This is an optimization exercise on Yosys and OpenROAD, whose aim is small area, a short achievable clock period and few clock cycles per item, not a production implementation.
Where RTL was checked, it was by simulation tests only, not by an equivalence proof against the original.

Setup of run 1:
// magnetometer_heading_unpack
module magnetometer_heading_unpack
(
    input  wire logic              clk,
    input  wire logic              rst_n,
    input  wire logic              in_valid,
    output logic                   in_ready,
    input  wire logic [7:0]        x_high_byte,
    input  wire logic [7:0]        x_low_byte,
    input  wire logic [7:0]        y_high_byte,
    input  wire logic [7:0]        y_low_byte,
    input  wire logic [7:0]        z_high_byte,
    input  wire logic [7:0]        z_low_byte,
    output logic                   out_valid,
    input  wire logic              out_ready,
    output logic signed [15:0]     mag_x,
    output logic signed [15:0]     mag_y,
    output logic signed [15:0]     mag_z,
    output logic [16:0]            heading
);
For scale: ~6200 cells after synthesis, about 1500 flip-flops, roughly 0.080 mm^2 of cells after synthesis.
clock: 6.0 ns
lec_check: 0
cap_margin: 20
core_margin: 2
core_utilization: 60
setup_slack_margin: 2.5
slew_margin: 20
run.sh (not shown) runs the stock make flow with config.mk's settings and CLKGATE_MAP_FILE= SYNTH_SCRIPT=/design/flow/synth_recipe.tcl, a recipe that flattens the netlist after the stock synthesis.
Run 1 completed end to end with timing, DRC and antenna clean.
Testbench counts of run 1, summed over its fixed seeds: cycles 16,120, items 16,000.
The following lists how run 2 was set up differently from run 1:
Settings: CORE_UTILIZATION: 60 -> 70.
## What came out
Run 2 ended up with sky130_fd_sc_hd__or3_1 as its slowest library cell on the worst path; run 1 ended up with sky130_fd_sc_hd__or4_4. Run 2 vs. run 1: final worst setup slack moved down, final standard cell utilization of the core rose by 11 points, fraction of met1 tracks used by global routing up 3.9 points.
Setup changes, run 2 to run 3
Settings: an added CTS_CLUSTER_SIZE of 25; an added CTS_BUF_LIST of sky130_fd_sc_hd__clkbuf_16; an added CTS_CLUSTER_DIAMETER of 80; a change of CORE_UTILIZATION from 70 to 60.
- Final standard cell count with taps included and fillers excluded of run 3 exceeds that of run 2 slightly.
- | number of clock buffers in the layout | lower: run 3 |
For run 4, these inputs were changed with respect to run 3:
Settings: SETUP_SLACK_MARGIN: 2.5 -> 2.2.
## What came out
- Relative to run 3, the combined global-route utilization of all metal layers of run 4 is lower by 0.18 points.
- [compare] base=run 3 new=run 4: number of buffers created by CTS held.
- Of run 3 and run 4, run 4 shows the lower number of non-filler instances in the completed layout, with run 3 above it.
- On flip-flop and latch count, run 3 and run 4 are neck and neck.
- Sequential share of layout area, run 3 and run 4: smaller value in run 3
- Worst-case setup margin in the final layout (higher): run 3
- Run 4 did not stop at any stage, and its layout met the timing, DRC and antenna checks.
- Taking run 3 as the reference point, the net count reported at finish of run 4 falls by 49.
- Final cycle utilization of the critical path ends up higher on run 4.

## 04-07
Another version of the RTL of magnetometer_heading_unpack (not shown whole).
For scale: about 6200 cells after synthesis, roughly 120 I/O pins, roughly 83000 sq um of cells after synthesis.
==> flow/design.v (excerpt) <==
module magnetometer_heading_unpack
(
    input  wire logic              clk,
    input  wire logic              rst_n,
    input  wire logic              in_valid,
    output logic                   in_ready,
    input  wire logic [7:0]        x_high_byte,
    input  wire logic [7:0]        x_low_byte,
    input  wire logic [7:0]        y_high_byte,
    input  wire logic [7:0]        y_low_byte,
    input  wire logic [7:0]        z_high_byte,
    input  wire logic [7:0]        z_low_byte,
    output logic                   out_valid,
    input  wire logic              out_ready,
    output logic signed [15:0]     mag_x,
    output logic signed [15:0]     mag_y,
    output logic signed [15:0]     mag_z,
    output logic [16:0]            heading
);
make LEC_CHECK=0 CAP_MARGIN=20 CORE_MARGIN=2 CORE_UTILIZATION=60 SETUP_SLACK_MARGIN=2.5 SLEW_MARGIN=20 finish   # period 6.0 ns
04-07 finished every stage and its layout cleared the timing, DRC and antenna checks.
Testbench counts of 04-07, summed over its fixed seeds: cycles 16,128, items 16,000.
The inputs of 04-14 differ from those of 04-07 as listed below.
Settings: a change of SETUP_SLACK_MARGIN from 2.5 to 3.0.
## What came out
Sum of met2 wire segment lengths after detailed routing (04-14 vs. 04-07) increases by a little under 10%. Taking 04-07 over 04-14, the non-clock buffer count ratio works out to 0.42. Side by side, sum of routed wire length over all layers turned out higher in 04-14 than in 04-07. When 04-14 is set beside 04-07, its final standard cell area without fillers turns out to be 6.8% larger. Quantity of gates resized following cts: 04-14 vs 04-07 up 310%.

## v6
Another version of the RTL of magnetometer_heading_unpack (not shown whole).
Size: about 6200 cells after synthesis, about 1600 flip-flops, about 120 I/O pins, ~81000 sq um of cells after synthesis.
Design magnetometer_heading_unpack, start of the top module:
module magnetometer_heading_unpack
(
    input  wire logic              clk,
    input  wire logic              rst_n,
    input  wire logic              in_valid,
    output logic                   in_ready,
    input  wire logic [7:0]        x_high_byte,
    input  wire logic [7:0]        x_low_byte,
    input  wire logic [7:0]        y_high_byte,
    input  wire logic [7:0]        y_low_byte,
    input  wire logic [7:0]        z_high_byte,
    input  wire logic [7:0]        z_low_byte,
    output logic                   out_valid,
    input  wire logic              out_ready,
    output logic signed [15:0]     mag_x,
    output logic signed [15:0]     mag_y,
    output logic signed [15:0]     mag_z,
    output logic [16:0]            heading
);
make LEC_CHECK=0 CAP_MARGIN=20 CORE_MARGIN=2 CORE_UTILIZATION=40 SETUP_SLACK_MARGIN=3.0 SLEW_MARGIN=20 finish   # period 6.0 ns
v6 completed; timing, DRC and antenna clean
### v6 -> v7
# v6
export LEC_CHECK = 0
export CAP_MARGIN = 20
export CORE_MARGIN = 2
export CORE_UTILIZATION = 40
export SETUP_SLACK_MARGIN = 3.0
export SLEW_MARGIN = 20
create_clock -name core_clock -period 6.0 [get_ports {clk}]
# v7
export LEC_CHECK = 0
export CAP_MARGIN = 20
export CORE_MARGIN = 2
export CORE_UTILIZATION = 40
export SETUP_SLACK_MARGIN = 2.5
export SLEW_MARGIN = 20
create_clock -name core_clock -period 6.0 [get_ports {clk}]
Findings:
Having completed the whole flow, v7 delivered a layout that passed the timing, DRC and antenna checks. Final cell count, v7 and v6: lower on v7. The via count in v7 was lower than what v6 gave. Lower total global-route track usage among v7 and v6: v7. Against v6 as the reference, v7 delivers a lower first-iteration DRC count. Compared v7 vs v6, and count of non-CTS buffers in the layout is down in v7. Looking only at portion of the clock cycle consumed by the worst path in the final layout, and setting everything else aside, the higher value of v7 and v6 goes to v7.
No functional check of the RTL was part of any run of this note.

[static timing again, ports no longer ideal]
No port has a modelled driver above. Below, the same layouts with a new extraction and two added sets of constraints.
Step 1 assumes that a clkbuf_16 drives the clock port and a buf_2 every other input.
Step 2 times the ports against the registers' clock, not the clock port: input delays grow and output delays shrink by t, the midpoint of the rising clock arrivals with the driver on.
Slacks: no drivers / after step 1 / after step 2; pairs: no drivers / after step 1.
run	shift t [ns]	setup slack, ns	hold WS [ns]	slew at the worst register clock pin (ns)
run 1	0.871	2.511 / 2.511 / 1.767	0.374 / 0.374 / 0.374	0.07 / 0.07
run 2	0.831	2.446 / 2.486 / 1.656	0.404 / 0.404 / 0.404	0.07 / 0.07
run 3	0.790	2.477 / 2.477 / 1.797	0.403 / 0.403 / 0.403	0.10 / 0.10
run 4	0.789	2.250 / 2.242 / 1.543	0.405 / 0.405 / 0.405	0.10 / 0.10
04-07	0.871	2.479 / 2.505 / 1.661	0.394 / 0.394 / 0.394	0.07 / 0.07
04-14	0.877	2.498 / 2.554 / 1.677	0.395 / 0.395 / 0.395	0.07 / 0.07
v6	0.881	1.980 / 1.981 / 1.145	0.398 / 0.398 / 0.398	0.07 / 0.07
v7	0.881	1.929 / 1.973 / 1.095	0.399 / 0.399 / 0.399	0.07 / 0.07
After both steps every run listed still meets setup and hold. For v6, which loses most, drivers alone change the setup slack by +0.001 ns; drivers and shift together by -0.835 ns.
